Source: an optimization exercise on an open RTL-to-GDS flow (aim: small area, a short achievable clock period and few clock cycles). Production flows keep margins and buffers that such runs may drop. Only simulation tests tie the RTL to the original design; equivalence was not proved. Power and IR drop assume default switching activity.

==> flow/design.v <==
`default_nettype none
package hsvb_pkg;
    localparam int HUE_BINS   = 10;
    localparam int SAT_BINS   = 10;
    localparam int VAL_BINS   = 10;
    localparam int TOTAL_BINS = HUE_BINS * SAT_BINS + VAL_BINS;
    localparam int BIN_W      = $clog2(TOTAL_BINS);
    localparam int CNT_W      = 17;
    localparam int REF_W      = 16;
    localparam int SUM_W      = 24;
    localparam int DIST_W     = 17;
    localparam int PROD_W     = CNT_W + REF_W;
    localparam int ROOT_W     = 16;
    localparam int CFG_IDX_W  = 2;
    localparam logic [CFG_IDX_W-1:0] CFG_SAT_THR = 2'd0;
    localparam logic [CFG_IDX_W-1:0] CFG_VAL_THR = 2'd1;
endpackage
`default_nettype wire
`default_nettype none
import hsvb_pkg::*;
module hsvb_binpick
(
    input  wire logic [8:0] hue,
    input  wire logic [7:0] sat,
    input  wire logic [7:0] bri,
    input  wire logic [7:0] sat_thr,
    input  wire logic [7:0] val_thr,
    output      logic [9:1] hue_t,    
    output      logic [9:1] sat_t,    
    output      logic [9:1] bri_t,    
    output      logic       grey      
);
    always_comb
    begin
        for (int k = 1; k < 10; k++)
        begin
            hue_t[k] = hue >= 9'((360 * k + 9) / 10);
            sat_t[k] = sat >= 8'((255 * k + 9) / 10);
            bri_t[k] = bri >= 8'((255 * k + 9) / 10);
        end
        grey = (sat < sat_thr) || (bri < val_thr);
    end
endmodule
`default_nettype wire
`default_nettype none
import hsvb_pkg::*;
module hsvb_divsqrt
#(
    parameter int RW = ROOT_W
)
(
    input  wire logic [CNT_W-1:0]  den,       
    input  wire logic [CNT_W-1:0]  drem_i,    
    input  wire logic [1:0]        dbit_i,    
    input  wire logic [1:0]        qq_i,      
    input  wire logic [RW:0]       srem_i,    
    input  wire logic [RW-1:0]     root_i,    
    output      logic [CNT_W-1:0]  drem_o,
    output      logic [1:0]        qq_o,
    output      logic [RW:0]       srem_o,
    output      logic [RW-1:0]     root_o
);
    logic [CNT_W:0]   t0, t1;
    logic [CNT_W+1:0] d0, d1;
    logic [CNT_W-1:0] r0;
    logic             g0, g1;
    logic [RW+2:0]    st;
    logic [RW+3:0]    sd;
    logic             sg;
    always_comb
    begin
        t0 = {drem_i, dbit_i[1]};
        d0 = {1'b0, t0} - {2'b00, den};
        g0 = !d0[CNT_W+1];
        r0 = g0 ? CNT_W'(d0) : CNT_W'(t0);
        t1 = {r0, dbit_i[0]};
        d1 = {1'b0, t1} - {2'b00, den};
        g1 = !d1[CNT_W+1];
        drem_o = g1 ? CNT_W'(d1) : CNT_W'(t1);
        qq_o   = {g0, g1};
        st = {srem_i, qq_i};
        sd = {1'b0, st} - {2'b00, root_i, 2'b01};
        sg = !sd[RW+3];
        srem_o = sg ? (RW+1)'(sd) : (RW+1)'(st);
        if (RW > 1)
            root_o = {root_i[RW-2:0], sg};
        else
            root_o = sg;
    end
endmodule
`default_nettype wire
`default_nettype none
import hsvb_pkg::*;
module hsv_histogram_bhattacharyya
(
    input  wire logic                 clk,
    input  wire logic                 rst_n,
    input  wire logic                 pix_valid,
    output      logic                 pix_ready,
    input  wire logic                 pix_kind,
    input  wire logic [8:0]           pix_hue,
    input  wire logic [7:0]           pix_saturation,
    input  wire logic [7:0]           pix_brightness,
    input  wire logic [6:0]           pix_ref_index,
    input  wire logic [15:0]          pix_ref_fraction,
    input  wire logic                 pix_last_pixel,
    output      logic                 res_valid,
    input  wire logic                 res_ready,
    output      logic [16:0]          res_distance,
    output      logic                 res_empty_region,
    input  wire logic                 cfg_we,
    input  wire logic [CFG_IDX_W-1:0] cfg_index,
    input  wire logic [7:0]           cfg_wdata
);
    localparam int K  = 4;           
    localparam int NS = 16 / K;      
    localparam int NB = TOTAL_BINS;
    localparam logic [1:0] J_IDLE  = 2'd0;
    localparam logic [1:0] J_READ  = 2'd1;
    localparam logic [1:0] J_DRAIN = 2'd2;
    localparam logic [1:0] J_EMIT  = 2'd3;
    localparam int DG = 16 / K;      
    logic [7:0] sth_reg, vth_reg;
    logic       rdy_reg;
    logic       acc;
    logic       s1_v;
    logic       s1_kind, s1_last, s1_grey;
    logic [9:1] s1_ht, s1_st, s1_vt;
    logic [6:0] s1_idx;
    logic [REF_W-1:0] s1_frac;
    logic [9:1] in_ht, in_st, in_vt;
    logic       in_grey;
    hsvb_binpick u_pick (
        .hue     (pix_hue),
        .sat     (pix_saturation),
        .bri     (pix_brightness),
        .sat_thr (sth_reg),
        .val_thr (vth_reg),
        .hue_t   (in_ht),
        .sat_t   (in_st),
        .bri_t   (in_vt),
        .grey    (in_grey)
    );
    assign acc       = pix_valid && rdy_reg;
    assign pix_ready = rdy_reg;
    logic [REF_W-1:0] cnt_mem [NB];   
    logic [REF_W-1:0] ref_mem [NB];
    logic [NB-1:0]    nz_reg;         
    logic [CNT_W-1:0] npix_reg;
    logic [NB-1:0] bin2_oh;
    logic          pw2;              
    logic          cl2;              
    logic          same2;
    logic [NB-1:0] sel;
    logic [NB-1:0] fsel;             
    logic [NB-1:0] ref_we;
    logic [REF_W-1:0] c_rd;
    logic [REF_W-1:0] r_rd;
    logic          s2_pw, s2_fwd, s2_close, s2_grey;
    logic [9:1]    s2_ht, s2_st, s2_vt;
    logic [REF_W-1:0] s2_c;
    logic [REF_W-1:0] inc_last;
    logic [NB-1:0] bin3_oh;
    logic [NB-1:0] cnt_we;
    logic [REF_W-1:0] c_eff;
    logic [REF_W-1:0] c_inc;
    logic [1:0]       jst_reg;
    logic [1:0]       jst_next;
    logic             fpend_reg;
    logic             fpend_next;
    logic [CNT_W-1:0] nf_reg;
    logic [SUM_W-1:0] sum_reg;
    logic             ej_reg;
    logic             go;
    logic             go_empty;
    logic [NB-1:0]    nz_rest;
    logic             rd_en;
    logic [$clog2(K+1)-1:0] ph_reg;
    logic             p0;
    logic             vf_reg;
    logic             vf_eff;
    logic [REF_W-1:0] cf_reg;
    logic [REF_W-1:0] rf_reg;
    logic             vm_reg;
    logic [CNT_W-1:0] cm_reg, cm_in;
    logic [REF_W-1:0] rm_reg, rm_in;
    logic [CNT_W-1:0] am_reg, am_in;
    logic [REF_W-1:0] lm_reg;
    logic [CNT_W+DG-1:0] mt;
    logic [PROD_W-1:0] xm;
    logic [NS-1:0]    vd_reg;
    logic [CNT_W-1:0] drem_reg [NS];
    logic [1:0]       qq_reg   [NS];
    logic [ROOT_W-1:0] root_last;
    logic [ROOT_W:0]   srem_last;
    logic             vz_reg;
    logic [ROOT_W-1:0] rootz_reg;
    logic [CNT_W+1:0] zst, ztr;
    logic             zg;
    logic             pipe_busy;
    logic              out_valid_reg;
    logic [DIST_W-1:0] out_dist_reg;
    logic              out_empty_reg;
    logic              emit;
    function automatic logic [NB-1:0] bin_onehot(input logic [9:1] ht, input logic [9:1] st,
                                                 input logic [9:1] vt, input logic grey);
        logic [9:0] h_oh, s_oh, v_oh;
        logic [NB-1:0] oh;
        h_oh[0] = !ht[1];
        s_oh[0] = !st[1];
        v_oh[0] = !vt[1];
        for (int k = 1; k < 9; k++)
        begin
            h_oh[k] = ht[k] && !ht[k + 1];
            s_oh[k] = st[k] && !st[k + 1];
            v_oh[k] = vt[k] && !vt[k + 1];
        end
        h_oh[9] = ht[9];
        s_oh[9] = st[9];
        v_oh[9] = vt[9];
        for (int a = 0; a < 10; a++)
            for (int b = 0; b < 10; b++)
                oh[a * 10 + b] = s_oh[a] && h_oh[b] && !grey;
        for (int b = 0; b < 10; b++)
            oh[100 + b] = v_oh[b] && grey;
        bin_onehot = oh;
    endfunction
    assign bin2_oh = bin_onehot(s1_ht, s1_st, s1_vt, s1_grey);
    assign pw2     = s1_v && !s1_kind && !npix_reg[CNT_W-1];
    assign cl2     = s1_v && s1_last;
    assign same2   = s2_pw && (s1_grey == s2_grey)
                     && (s1_grey ? (s1_vt == s2_vt) : (s1_ht == s2_ht && s1_st == s2_st));
    assign vf_eff = vf_reg && (rf_reg != '0);
    assign rd_en  = (jst_reg == J_READ) && (!vf_eff || p0);
    always_comb
    begin
        logic seen;
        seen = 1'b0;
        for (int i = 0; i < NB; i++)
        begin
            fsel[i] = rd_en && nz_reg[i] && !seen;
            seen    = seen || nz_reg[i];
        end
    end
    always_comb
    begin
        for (int i = 0; i < NB; i++)
        begin
            sel[i]    = (pw2 && bin2_oh[i] && nz_reg[i]) || fsel[i];
            ref_we[i] = s1_v && s1_kind && (s1_idx == 7'(i));
        end
        c_rd = '0;
        r_rd = '0;
        for (int i = 0; i < NB; i++)
        begin
            c_rd = c_rd | (cnt_mem[i] & {REF_W{sel[i]}});
            r_rd = r_rd | (ref_mem[i] & {REF_W{fsel[i]}});
        end
        nz_rest = nz_reg & ~fsel;
    end
    assign bin3_oh = bin_onehot(s2_ht, s2_st, s2_vt, s2_grey);
    assign c_eff   = s2_fwd ? inc_last : s2_c;
    assign c_inc   = c_eff + REF_W'(1);
    always_comb
        for (int i = 0; i < NB; i++)
            cnt_we[i] = s2_pw && bin3_oh[i];
    always_ff @(posedge clk)
    begin
        for (int i = 0; i < NB; i++)
        begin
            if (cnt_we[i])
                cnt_mem[i] <= c_inc;
            if (ref_we[i])
                ref_mem[i] <= s1_frac;
        end
        s2_c     <= c_rd;
        s2_ht    <= s1_ht;
        s2_st    <= s1_st;
        s2_vt    <= s1_vt;
        s2_grey  <= s1_grey;
        s2_fwd   <= same2;
        inc_last <= c_inc;
    end
    assign p0 = (ph_reg == '0);
    always_comb
    begin
        cm_in = p0 ? {cf_reg == '0, cf_reg} : cm_reg;
        rm_in = p0 ? rf_reg : rm_reg;
        am_in = p0 ? '0 : am_reg;
        mt    = (CNT_W+DG)'(am_in) + (CNT_W+DG)'(cm_in) * (CNT_W+DG)'(rm_in[DG-1:0]);
        xm    = {am_reg, lm_reg};
    end
    always_ff @(posedge clk)
    begin
        if (rd_en)
        begin
            cf_reg <= c_rd;
            rf_reg <= r_rd;
        end
        cm_reg <= cm_in;
        rm_reg <= rm_in >> DG;
        am_reg <= CNT_W'(mt >> DG);
        lm_reg <= {mt[DG-1:0], lm_reg[REF_W-1:DG]};
    end
    generate
        for (genvar g = 0; g < NS; g++)
        begin : g_st
            localparam int RW  = K * (g + 1) - 1;
            localparam int DW  = (16 - 2 * K * g > 0) ? 16 - 2 * K * g : 0;
            localparam int DWR = (DW > 0) ? DW : 2;
            logic [RW:0]      srem_reg, srem_in, srem_out;
            logic [RW-1:0]    root_reg, root_in, root_out;
            logic [CNT_W-1:0] drem_in, drem_out;
            logic [1:0]       qq_in, qq_out;
            logic [DWR-1:0]   dv_reg, dv_in;
            if (g == 0)
            begin : g_first
                assign drem_in = p0 ? xm[PROD_W-1:16] : drem_reg[g];
                assign dv_in   = p0 ? xm[15:0]        : dv_reg;
                assign qq_in   = p0 ? 2'b00           : qq_reg[g];
                assign srem_in = p0 ? '0              : srem_reg;
                assign root_in = p0 ? '0              : root_reg;
            end
            else
            begin : g_next
                assign drem_in = p0 ? drem_reg[g-1] : drem_reg[g];
                assign qq_in   = p0 ? qq_reg[g-1]   : qq_reg[g];
                assign srem_in = p0 ? (RW+1)'(g_st[g-1].srem_reg) : srem_reg;
                assign root_in = p0 ? RW'(g_st[g-1].root_reg)     : root_reg;
                if (DW > 0)
                begin : g_dv
                    assign dv_in = p0 ? g_st[g-1].dv_reg[DWR+2*K-1:2*K] : dv_reg;
                end
                else
                begin : g_nodv
                    assign dv_in = '0;
                end
            end
            hsvb_divsqrt #(.RW(RW)) u_slot (
                .den    (nf_reg),
                .drem_i (drem_in),
                .dbit_i ((DW > 0) ? dv_in[DWR-1:DWR-2] : 2'b00),
                .qq_i   (qq_in),
                .srem_i (srem_in),
                .root_i (root_in),
                .drem_o (drem_out),
                .qq_o   (qq_out),
                .srem_o (srem_out),
                .root_o (root_out)
            );
            always_ff @(posedge clk)
            begin
                drem_reg[g] <= drem_out;
                qq_reg[g]   <= qq_out;
                srem_reg    <= srem_out;
                root_reg    <= root_out;
            end
            if (DW > 0)
            begin : g_dvr
                always_ff @(posedge clk)
                    dv_reg <= {dv_in[DWR-3:0], 2'b00};
            end
            else
            begin : g_dvz
                assign dv_reg = '0;
            end
            if (g == NS - 1)
            begin : g_last
                assign root_last = ROOT_W'(root_reg);
                assign srem_last = (ROOT_W+1)'(srem_reg);
            end
        end
    endgenerate
    always_comb
    begin
        zst = {srem_last, qq_reg[NS-1]};
        ztr = {root_last, 2'b01};
        zg  = zst >= ztr;
    end
    assign pipe_busy = vf_eff || vm_reg || (|vd_reg) || vz_reg;
    always_ff @(posedge clk)
        if (p0)
            rootz_reg <= {root_last[ROOT_W-2:0], zg};
    always_ff @(posedge clk or negedge rst_n)
    begin
        if (!rst_n)
        begin
            ph_reg <= '0;
            vf_reg <= 1'b0;
            vm_reg <= 1'b0;
            vd_reg <= '0;
            vz_reg <= 1'b0;
        end
        else
        begin
            ph_reg <= (ph_reg == ($clog2(K+1))'(K - 1)) ? '0 : ph_reg + 1'b1;
            if (rd_en)
                vf_reg <= |nz_reg;
            else if (p0)
                vf_reg <= 1'b0;
            if (p0)
            begin
                vm_reg <= vf_eff;
                vd_reg <= {vd_reg[NS-2:0], vm_reg};
                vz_reg <= vd_reg[NS-1];
            end
        end
    end
    assign go       = (fpend_reg || s2_close) && (jst_reg == J_IDLE);
    assign go_empty = (npix_reg == '0);
    assign emit     = (jst_reg == J_EMIT) && (!out_valid_reg || res_ready);
    assign fpend_next = (fpend_reg || s2_close) && !go;
    always_comb
    begin
        jst_next = jst_reg;
        unique case (jst_reg)
            J_IDLE:
                if (go)
                    jst_next = go_empty ? J_EMIT : J_READ;
            J_READ:
                if (nz_rest == '0)
                    jst_next = J_DRAIN;
            J_DRAIN:
                if (!pipe_busy)
                    jst_next = J_EMIT;
            J_EMIT:
                if (emit)
                    jst_next = J_IDLE;
            default:
                jst_next = J_IDLE;
        endcase
    end
    always_ff @(posedge clk or negedge rst_n)
    begin
        if (!rst_n)
        begin
            jst_reg   <= J_IDLE;
            fpend_reg <= 1'b0;
            npix_reg  <= '0;
            nz_reg    <= '0;
            s2_pw     <= 1'b0;
            s2_close  <= 1'b0;
        end
        else
        begin
            jst_reg   <= jst_next;
            fpend_reg <= fpend_next;
            if (go)
                npix_reg <= '0;
            else if (pw2)
                npix_reg <= npix_reg + CNT_W'(1);
            nz_reg   <= nz_rest | cnt_we;
            s2_pw    <= pw2;
            s2_close <= cl2;
        end
    end
    always_ff @(posedge clk)
    begin
        if (go)
        begin
            nf_reg  <= npix_reg;
            ej_reg  <= go_empty;
            sum_reg <= '0;
        end
        else if (p0 && vz_reg)
            sum_reg <= sum_reg + SUM_W'(rootz_reg);
    end
    always_ff @(posedge clk or negedge rst_n)
    begin
        if (!rst_n)
        begin
            rdy_reg       <= 1'b1;
            s1_v          <= 1'b0;
            out_valid_reg <= 1'b0;
            sth_reg       <= 8'd26;
            vth_reg       <= 8'd51;
        end
        else
        begin
            s1_v    <= acc;
            rdy_reg <= !(acc && pix_last_pixel) && !cl2 && !s2_close && !fpend_next
                       && (jst_next != J_READ);
            out_valid_reg <= (out_valid_reg && !res_ready) || emit;
            if (cfg_we)
            begin
                if (cfg_index == CFG_SAT_THR)
                    sth_reg <= cfg_wdata;
                else if (cfg_index == CFG_VAL_THR)
                    vth_reg <= cfg_wdata;
            end
        end
    end
    always_ff @(posedge clk)
    begin
        s1_kind <= pix_kind;
        s1_last <= pix_last_pixel;
        s1_ht   <= in_ht;
        s1_st   <= in_st;
        s1_vt   <= in_vt;
        s1_grey <= in_grey;
        s1_idx  <= pix_ref_index;
        s1_frac <= pix_ref_fraction;
        if (emit)
        begin
            out_empty_reg <= ej_reg;
            out_dist_reg  <= (ej_reg || sum_reg >= SUM_W'(65536)) ? '0
                             : DIST_W'(SUM_W'(65536) - sum_reg);
        end
    end
    assign res_valid        = out_valid_reg;
    assign res_distance     = out_dist_reg;
    assign res_empty_region = out_empty_reg;
endmodule
`default_nettype wire
==> flow/flow/run.sh <==
#!/bin/bash
set -euo pipefail
export SETUP_SLACK_MARGIN=${SETUP_SLACK_MARGIN:-7.5}
export TNS_END_PERCENT=${TNS_END_PERCENT:-20}
bash standard.sh > flow_make.log 2>&1
==> flow/standard.sh <==
#!/bin/bash
# synth_recipe.tcl (not shown) runs the flow's synth.tcl, then flattens the netlist and writes it again
# the make line also repeats each setting of config.mk as NAME=value (left out here)
make -C /OpenROAD-flow-scripts/flow DESIGN_CONFIG=/design/flow/config.mk WORK_HOME=/design/flow/orfs CLKGATE_MAP_FILE= SYNTH_SCRIPT=/design/flow/synth_recipe.tcl "${@:-finish}"
==> flow/config.mk <==
export PLATFORM = sky130hd
export DESIGN_NAME = hsv_histogram_bhattacharyya
export DESIGN_NICKNAME = hsv_histogram_bhattacharyya
export VERILOG_FILES = /design/flow/design.v
export SDC_FILE = /design/flow/constraint.sdc
export NUM_CORES = 4
export LEC_CHECK = 0
export CAP_MARGIN = 20
export CELL_PAD_IN_SITES_DETAIL_PLACEMENT = 2
export CELL_PAD_IN_SITES_GLOBAL_PLACEMENT = 2
export CORE_MARGIN = 2
export CORE_UTILIZATION = 50
export CTS_BUF_LIST = sky130_fd_sc_hd__clkbuf_8 sky130_fd_sc_hd__clkbuf_4
export PLACE_DENSITY = 0.62
export SLEW_MARGIN = 20
==> flow/constraint.sdc <==
create_clock -name core_clock -period 12.0 [get_ports {clk}]
set_input_delay 2.4000 -clock core_clock [delete_from_list [all_inputs] [get_ports {clk}]]
set_output_delay 2.4000 -clock core_clock [all_outputs]
set_load 0.01 [all_outputs]
==> impl_results.md, run 1 <==
- Status: did not finish
- Stop stage: detailed placement
- Run Error: [ERROR DPL-0033] detailed placement checks failed during check placement.
- Top cells by area, synth: edfxtp_1 66%, dfxtp_1 4.5%, a22oi_1 2.9%
- Top-area cell type share of the netlist area: 0.6590
- Post-synth top flop: edfxtp_1
- I/O Buffers: 82
- Post-synth EDFFs: 3604
- Synth warn: 10
- Syn_nets: 11.32k
- Syn Inst Count: 10.95k
- Mapped cell area: 164200 um2
- FFs w/ async S/R, synth: 0.03892
- GP Congestion: around 0.95
- Register bit total from synthesis: 4137
- Register area share after synthesis: 0.7289
- FP Rows: 210
- Dpl hpwl: around 570000 um
- Die width: 577.1 um
- Mapped Avg Cell Area: 14.99 um2
- Initial Util: 0.5020
- Top Ports: 85
- Die H: just under 600 um
- Synth area leader: edfxtp_1
- Synth unique cells: 98
## synthesized netlist by cell type (all sizes together), types with 33 or more instances
cell type / count
dfxtp: 372
a222oi: 274
a32o: 33
nand3: 237
inv: 250
xnor2: 146
a221o: 44
a22oi: 627
a221oi: 241
mux2: 122
nand2b: 56
and3: 110
edfxtp: 3604
ha: 252
a21boi: 43
nand4: 243
nor4: 126
mux2i: 49
a21o: 57
o21ai: 221
a21oi: 237
fa: 53
nand2: 1016
a2111oi: 48
nor2: 537
nor2b: 59
a211oi: 37
o31ai: 46
nor3: 149
o21a: 63
dfrtp: 153
xor2: 77
or4: 37
or3: 53
nand3b: 36
buf: 84
a22o: 244
and2: 110
clkbuf: 392
## stage by stage
| stage | cells | hold slack [ns] | cell area, um2 | worst slack [ns] | power [uW] |
|---|---|---|---|---|---|
| after global placement | 15430 | 0.3376 | 174800 | 3.569 | 29130 |
| after floorplan | 10954 | 0.3305 | 164600 | 5.708 | 25730 |
## logic make-up after synthesis
| kind of cell | share of synthesized area |
|---|---|
| DFF | 0.7289 |
| xor gates and xnor gates | 0.01189 |
| buffers and inverters | 0.01714 |
| AOI/OAI and AO/OA | 0.1184 |
| muxes | 0.01135 |
| and+or+nand+nor | 0.08653 |
| adders and majority gates | 0.02578 |
## power by group through the flow
stage	logic [uW]	clock network, uW	registers [uW]
after floorplan	7880	0	17800
after global placement	11100	0	18000
## worst max path at each step
stage,start,end,depth (start not counted)
3_3_place_gp,ph_reg[0],drem_reg[0][13],28
2_1_floorplan,ph_reg[0],drem_reg[0][10],33
Testbench counts, summed over its fixed seeds: cycles 33,964.
==> run 2: changes to the inputs <==
--- a/flow/config.mk
+++ b/flow/config.mk
@@ -9,7 +9,6 @@
 export CELL_PAD_IN_SITES_DETAIL_PLACEMENT = 2
 export CELL_PAD_IN_SITES_GLOBAL_PLACEMENT = 2
 export CORE_MARGIN = 2
-export CORE_UTILIZATION = 50
-export CTS_BUF_LIST = sky130_fd_sc_hd__clkbuf_8 sky130_fd_sc_hd__clkbuf_4
-export PLACE_DENSITY = 0.62
+export CORE_UTILIZATION = 40
+export PLACE_DENSITY = 0.55
 export SLEW_MARGIN = 20
==> run 2 against run 1 <==
Net effect: the run now finishes clean; area after synthesis did not move; synthesized cell count did not move.
==> impl_results.md, run 2 <==
- Status: finished clean
- Detail Route Antenna Nets: 0
- Setup TNS Final: 0 ns
- CP Launch Type: flip-flop
- Core area: ~400000 um2
- Slowest-stage cell, CP: o41a_1
- Main combinational cell family by area after synthesis: compound AO/OA/AOI/OAI gates
- DR WL/cell: between 40 and 50 um
- Max-Cap Viols: 0
- Worst reg-to-reg setup slack: 5.63 ns
- Synth area leader: edfxtp_1
- R2R Path End: drem_reg[3][8]
- DRT iter0 DRCs: between 15k and 20k
- Fin. Hold Viols: 0
- Pleak: around 0.07 uW
- Fin crit period: 6.367 ns
- Commonest non-fill, non-tap cell in the layout: edfxtp_1
- Final setup viols: 0
- H-tree depth: 5
- Worst Tran Pin Value: 1.394 ns
- Synth unique cells: 98 (unchanged)
- CTS tree: yes
- WHS Path Cells: 0
- Dpl hpwl: 498800 um (-13%)
- Worst-path clk slew: roughly 0.06 ns
- Placed cell area: ~180000 um2
- PD cells: 239.3 nW/um2
- Post-Synth Adder-Cell Area: 0.02578 (unchanged)
- Maximum vdd drop: around 0.00017 V
- Final nets: 12.31k
- Synth-to-layout area growth: 21.74%
- Register area share after synthesis: 0.7289 (unchanged)
- Synth warn: 10 (unchanged)
- WHS: roughly 0.35 ns
- FFs w/ async S/R, synth: 0.03892 (unchanged)
- Worst EP arrival: 7.19 ns
- FP Rows: 235 (+12%)
- GP Congestion: 0.9099 (-4.4%)
- Die H: 644.8 um (+12%)
- Initial Util: 0.4013 (-0.1008)
- Mapped Avg Cell Area: 14.99 um2 (unchanged)
- Worst-case clock buffer depth: 4
- Grt ovf: 0
- Unrepaired setup endpoints after global routing: true
- Initial DRT Pass Iterations: 9
- Post-Route WL: 798100 um
- Most frequent cells in the layout: 3604 x edfxtp_1, 976 x nand2_1, 690 x buf_4
- Mux contribution to synthesized area: 0.01135 (unchanged)
- R2r worst-path depth: 29
- First-pass GRT wire length: around 1100000 um
- WS Path Type: flip-flop to flip-flop
- Max incr delay on CP: between 0.4 and 0.5 ns
- Compound-gate portion of the synthesized area: 0.1184 (unchanged)
- Hold path startpoint: lm_reg[14]
- Cts bufs inserted: 451
- Largest net degree at the start of global routing: 88
- XOR/XNOR Fraction of Synth Area: 0.01189 (unchanged)
- I/O Buffers: 82 (unchanged)
- Post-synth top flop: edfxtp_1
- Layout cells sized above 1: 0.2137
- Final core occ: 0.4885
- Final period utilization: 0.5306
- Post-route cell area: 199900 um2
- CTS Root Cell: clkbuf_16
- Clock Sinks: just over 4k
- Initial antenna violation count: 85
- Mapped cell area: 164200 um2 (unchanged)
- Crit Path Max Fanout: 8
- Vias in the first global route: around 120k
- Clock Latency Late Sink: about 1.1 ns
- Syn_nets: 11.32k (unchanged)
- Required time of the worst setup path: 12.82 ns
- Die footprint: 415700 um2
- Vias: around 120k
- Peak Freq: 157.1 MHz
- Top-area cell type share of the netlist area: 0.6590 (unchanged)
- Final Slew Violations: 0
- HP Class: flip-flop to flip-flop
- CP endpoint kind: flip-flop
- Die width: 644.8 um (+12%)
- Vias/cell: between 6 and 7
- Simple-Gate Fraction of Synth Area: 0.08653 (unchanged)
- FF-to-FF Start: ph_reg[0]
- Total chip power: about 48000 uW
- Slew margin rel.: 0.06247
- Hold endpoint: lm_reg[10]
- Filler cell count: 38.09k
- Top Ports: 85 (unchanged)
- GRT Total Usage: 0.3752
- Top-count cell post-synth: edfxtp_1
- Residual DRC: 0
- Register bit total from synthesis: 4137 (unchanged)
- Post-synth EDFFs: 3604 (unchanged)
- Top cells by area, synth: edfxtp_1 66%, dfxtp_1 4.5%, a22oi_1 2.9%
- Syn Inst Count: 10.95k (unchanged)
- Final Skew: 0.1348 ns
- Synth cell count leaders: 3604 x edfxtp_1, 1016 x nand2_1, 627 x a22oi_1
[run 2: worst max path at each step]
stage,slack (ns),from,endpoint
finish,5.63,ph_reg[0],drem_reg[3][8]
global route,5.43,ph_reg[0],drem_reg[3][2]
CTS,5.56,ph_reg[0],drem_reg[0][8]
detailed placement,3.36,ph_reg[0],drem_reg[0][2]
global placement,3.54,ph_reg[0],drem_reg[2][4]
floorplan,5.71,ph_reg[0],drem_reg[0][10]
[run 2: cells by family after synthesis]
logic type	Yosys count
AO/OA/AOI/OAI	2498
XOR/XNOR	223
adder cells (fa/ha/maj)	307
multiplexers	171
buffers and inverters	727
AND/OR/NAND/NOR	2891
flip-flops	4137
[run 2: repair_timing]
action,4_1_cts,5_1_grt
cloned,27,2
setup endpoints to repair,827,646
hold buffers,0,0
gates resized for setup,876,147
setup buffers,275,78
pin swaps,357,159
[run 2: where the power goes]
part | internal, uW | switching, uW
combinational | 6620 | 9290
sequential | 17200 | 616
clock | 7880 | 6230
total | 31700 | 16100
[run 2: area by class of cell]
type | instances | area, um2 | share of cell area
sequential | 4137 | 119800 | 0.5991
multi-input combinational | 6096 | 47940 | 0.2398
clock buffer | 561 | 11870 | 0.05939
timing repair buffer | 993 | 9743 | 0.04873
tap | 5451 | 6820 | 0.03411
clock inverter | 276 | 2658 | 0.01329
inverter | 251 | 985.9 | 0.004931
antenna | 33 | 82.58 | 0.0004130
timing repair inverter | 5 | 61.31 | 0.0003066
[run 2: routing by layer]
metal  vias up  share of wire  wire, um  track usage
li1      45950              -         -            -
met1     63616           0.38    303300       0.4921
met2      7494           0.46    365900       0.5926
met3      1637           0.11     86870      0.09058
met4        46          0.052     41650       0.1670
met5         -        0.00039       312            0
[run 2: worst max-delay path, delay by kind of cell, from the launching register on]
kind	cells	cell delay, ns
buf+inv	6	0.60
simple gates	6	0.66
fa+ha+maj	3	0.70
flops	1	0.39
mux	3	0.97
compound gates	11	2.86
[run 2: metrics by stage]
step,worst slack [ns],instances
3_3_place_gp,3.538,16531
6_report,5.633,17803
2_1_floorplan,5.708,10954
5_1_grt,5.429,17772
3_5_place_dp,3.357,16546
4_1_cts,5.564,17685
==> run 3: changes to the inputs <==
==> flow/run.sh (new file) <==
#!/bin/bash
# synth_recipe.tcl (not shown) runs the flow's synth.tcl, then flattens the netlist and writes it again
# the make line also repeats each setting of config.mk as NAME=value (left out here)
make -C /OpenROAD-flow-scripts/flow DESIGN_CONFIG=/design/flow/config.mk WORK_HOME=/design/flow/orfs CLKGATE_MAP_FILE= SYNTH_SCRIPT=/design/flow/synth_recipe.tcl finish
--- a/flow/config.mk
+++ b/flow/config.mk
@@ -11,4 +11,5 @@
 export CORE_MARGIN = 2
 export CORE_UTILIZATION = 40
 export PLACE_DENSITY = 0.55
+export SETUP_SLACK_MARGIN = 5
 export SLEW_MARGIN = 20
removed: flow/flow/run.sh
removed: flow/standard.sh
==> run 3 against run 2 <==
Net effect: worst hold slack got worse by 0.0080 ns; core utilization is 1.9 points lower; register-to-register slack worse by 0.68 ns; fmax shrank 9.7%; critical path depth down 11; clock power about the same; critical endpoint is now rf_reg[0]; largest cell class unchanged.
==> impl_results.md, run 3 <==
- Status: finished clean
- Residual DRC: 0 (unchanged)
- Slew margin rel.: 0.06847 (+0.005996)
- Top-area cell type share of the netlist area: 0.6590 (unchanged)
- Synth area leader: edfxtp_1
- HP Class: flip-flop to flip-flop
- Post-synth top flop: edfxtp_1
- Initial Util: 0.4013 (unchanged)
- Fin. Hold Viols: 0 (unchanged)
- WS Path Type: flip-flop to flip-flop
- Most frequent cells in the layout: 3604 x edfxtp_1, 1007 x nand2_1, 627 x a22oi_1
- Synth cell count leaders: 3604 x edfxtp_1, 1016 x nand2_1, 627 x a22oi_1
- Clock Sinks: 4137 (unchanged)
- Crit Path Max Fanout: 59 (+51)
- Required time of the worst setup path: 12.57 ns (-0.25 ns)
- Vias in the first global route: 118.4k (-2.9%)
- PD cells: 232.7 nW/um2 (-2.8%)
- CTS tree: yes
- First-pass GRT wire length: 1034000 um (-3.3%)
- CTS Root Cell: clkbuf_16
- Seq. cell area: 119800 um2 (about the same)
- DR WL/cell: 44.16 um (-1.5%)
- Pleak: 0.06539 uW (-4.8%)
- Final period utilization: 0.5874 (+0.05683)
- Max-Cap Viols: 0 (unchanged)
- Die footprint: 415700 um2 (unchanged)
- Final nets: 11.98k (-2.7%)
- H-tree depth: 5 (unchanged)
- Post-route cell area: 192200 um2 (-3.9%)
- Commonest non-fill, non-tap cell in the layout: edfxtp_1
- FFs w/ async S/R, synth: 0.03892 (unchanged)
- GRT Total Usage: 0.3627 (-0.01254)
- Syn_nets: 11.32k (unchanged)
- Peak Freq: 141.9 MHz (-9.7%)
- Cts bufs inserted: 450 (-0.22%)
- Vias/cell: 6.642 (-0.42%)
- Final Slew Violations: 0 (unchanged)
- Initial DRT Pass Iterations: 9 (unchanged)
- Mapped Avg Cell Area: 14.99 um2 (unchanged)
- Register bit total from synthesis: 4137 (unchanged)
- Final Skew: 0.1231 ns (-0.01170 ns)
- Worst Tran Pin Value: 1.391 ns (-0.003566 ns)
- GP Congestion: 0.9011 (-0.97%)
- Fin crit period: 7.049 ns (+0.6819 ns)
- Die H: 644.8 um (unchanged)
- DRT iter0 DRCs: 17.18k (-6.3%)
- Worst-case clock buffer depth: 4 (unchanged)
- Area occupied by multi-input gates: 44700 um2 (-6.7%)
- Mapped cell area: 164200 um2 (unchanged)
- Placed cell area: 176500 um2 (-0.15%)
- Post-Route WL: 771400 um (-3.3%)
- Maximum vdd drop: 0.0001495 V (-10%)
- Post-synth EDFFs: 3604 (unchanged)
- Core area: 409300 um2 (unchanged)
- I/O Buffers: 82 (unchanged)
- Register area share after synthesis: 0.7289 (unchanged)
- Synth-to-layout area growth: 17.05%
- Grt ovf: 0 (unchanged)
- Unrepaired setup endpoints after global routing: false
- Detail Route Antenna Nets: 0 (unchanged)
- Setup TNS Final: 0 ns (unchanged)
- Largest net degree at the start of global routing: 83 (-5.7%)
- Initial antenna violation count: 84 (-1.2%)
- Clock Latency Late Sink: 1.07 ns (about the same)
- Synth unique cells: 98 (unchanged)
- Top Ports: 85 (unchanged)
- Layout cells sized above 1: 0.1590 (-0.05476)
- Final setup viols: 0 (unchanged)
- Top cells by area, synth: edfxtp_1 66%, dfxtp_1 4.5%, a22oi_1 2.9%
- FP Rows: 235 (unchanged)
- Worst-path clk slew: 0.06 ns (about the same)
- Syn Inst Count: 10.95k (unchanged)
- CP Launch Type: flip-flop
- Filler cell count: 38.75k (+1.7%)
- Top-count cell post-synth: edfxtp_1
- CP endpoint kind: flip-flop
- Synth warn: 10 (unchanged)
- Die width: 644.8 um (unchanged)
- Dpl hpwl: 495500 um (-0.66%)
- Worst EP arrival: 7.62 ns (+0.43 ns)
- Vias: 116.0k (-2.3%)
## run 3: cell counts after synthesis
No cell type changed its count.
## run 3: final timing paths
| check | start | to | slack (ns) | cells past startpoint |
|---|---|---|---|---|
| max | ph_reg[1] | rf_reg[0] | 4.95 | 18 |
| min | lm_reg[15] | lm_reg[11] | 0.34 | 0 |
| max reg2reg | ph_reg[1] | rf_reg[0] | 4.95 | 18 |
| min reg2reg | lm_reg[15] | lm_reg[11] | 0.34 | 0 |
| max in group asynchronous | rst_n | ph_reg[2] | 9.12 | 2 |
| min in group asynchronous | rst_n | nz_reg[24] | 1.33 | 1 |
## run 3: layer usage
| metal | share of wire | global-route usage |
|---|---|---|
| met3 | 0.11 | 0.08123 |
| met1 | 0.40 | 0.4926 |
| met4 | 0.046 | 0.1419 |
| met5 | 0.00022 | 0 |
| met2 | 0.45 | 0.5671 |
## run 3: cells by family after synthesis
kind of cell,count (synthesis),synth area share
compound gates,2498,0.1184
xor+xnor,223,0.01189
fa+ha+maj,307,0.02578
buf+inv,727,0.01714
flops,4137,0.7289
mux,171,0.01135
simple gates,2891,0.08653
## run 3: cell type report
class                      count  area share
multi-input combinational   6093      0.2325
timing repair buffer         671     0.02878
sequential                  4137      0.6230
antenna                       27   0.0003515
tap                         5451     0.03548
clock inverter               261     0.01183
inverter                     251    0.005051
timing repair inverter         3   0.0001367
clock buffer                 573     0.06279
## run 3: power breakdown
part,internal [uW],leakage [uW],total (uW),switching (uW)
combinational,4810,0.0205,13100,8240
sequential,17200,0.0379,17800,606
clock,7780,0.00702,13900,6080
total,29800,0.0654,44700,14900
## run 3: worst max-delay path: stages, from the launching register on
cell	delay, ns
dfrtp_1	0.36
inv_2	0.06
ha_4	0.16
nand2b_4	0.10
buf_12	0.11
buf_16	0.24
buf_6	0.46
nand2_1	0.12
buf_4	0.28
o211ai_1	0.55
buf_4	0.48
nor4_2	0.11
buf_4	0.27
a22oi_1	0.25
nand2_1	0.31
nor4_1	0.73
nand4_1	0.50
nor3_1	0.88
nand4_1	0.46
## run 3: what timing repair did
action	4_1_cts	5_1_grt
pin swaps	15	32
endpoints found under the setup margin	115	76
cloned	7	4
buffers inserted	23	29
hold buffers	0	0
gates resized for setup	68	57
## run 3: metrics by stage
step           power (uW)  worst slack, ns  hold WS, ns  utilization  cells
4_1_cts             44330            4.848       0.3520       0.4678  17403
6_report            44730            4.951       0.3437       0.4697  17467
3_3_place_gp        29570            3.336       0.3342       0.4309  16531
2_1_floorplan       25650            5.017       0.3305            -  10954
5_1_grt             46470            4.920       0.3493       0.4695  17444
3_5_place_dp        30190            3.066       0.3389       0.4313  16539

re-timing with driven ports:
How much do the figures lean on ideal ports? The routed layouts below were timed once more, with nothing changed but the port constraints. Step 1 (the two cells are an assumption about what drives the block):
set clk [get_ports {clk}]
set_driving_cell -lib_cell sky130_fd_sc_hd__clkbuf_16 $clk
set_driving_cell -lib_cell sky130_fd_sc_hd__buf_2 [delete_from_list [all_inputs] $clk]
Step 2 times the ports against the registers' clock, not the clock port: input delays grow and output delays shrink by t, the midpoint of the rising clock arrivals with the driver on. a / b / c = ideal / step 1 / step 2; a / b = the first two.
run | t, ns | setup slack, ns | hold slack, ns | worst setup path at the end | worst data-port slew with drivers (ns)
run 2 | 1.115 | 5.633 / 5.633 / 5.633 | 0.352 / 0.352 / 0.352 | register to register | 0.19
run 3 | 1.124 | 4.951 / 4.951 / 4.951 | 0.344 / 0.344 / 0.344 | register to register | 0.18
After both steps setup and hold are still met in every run listed.
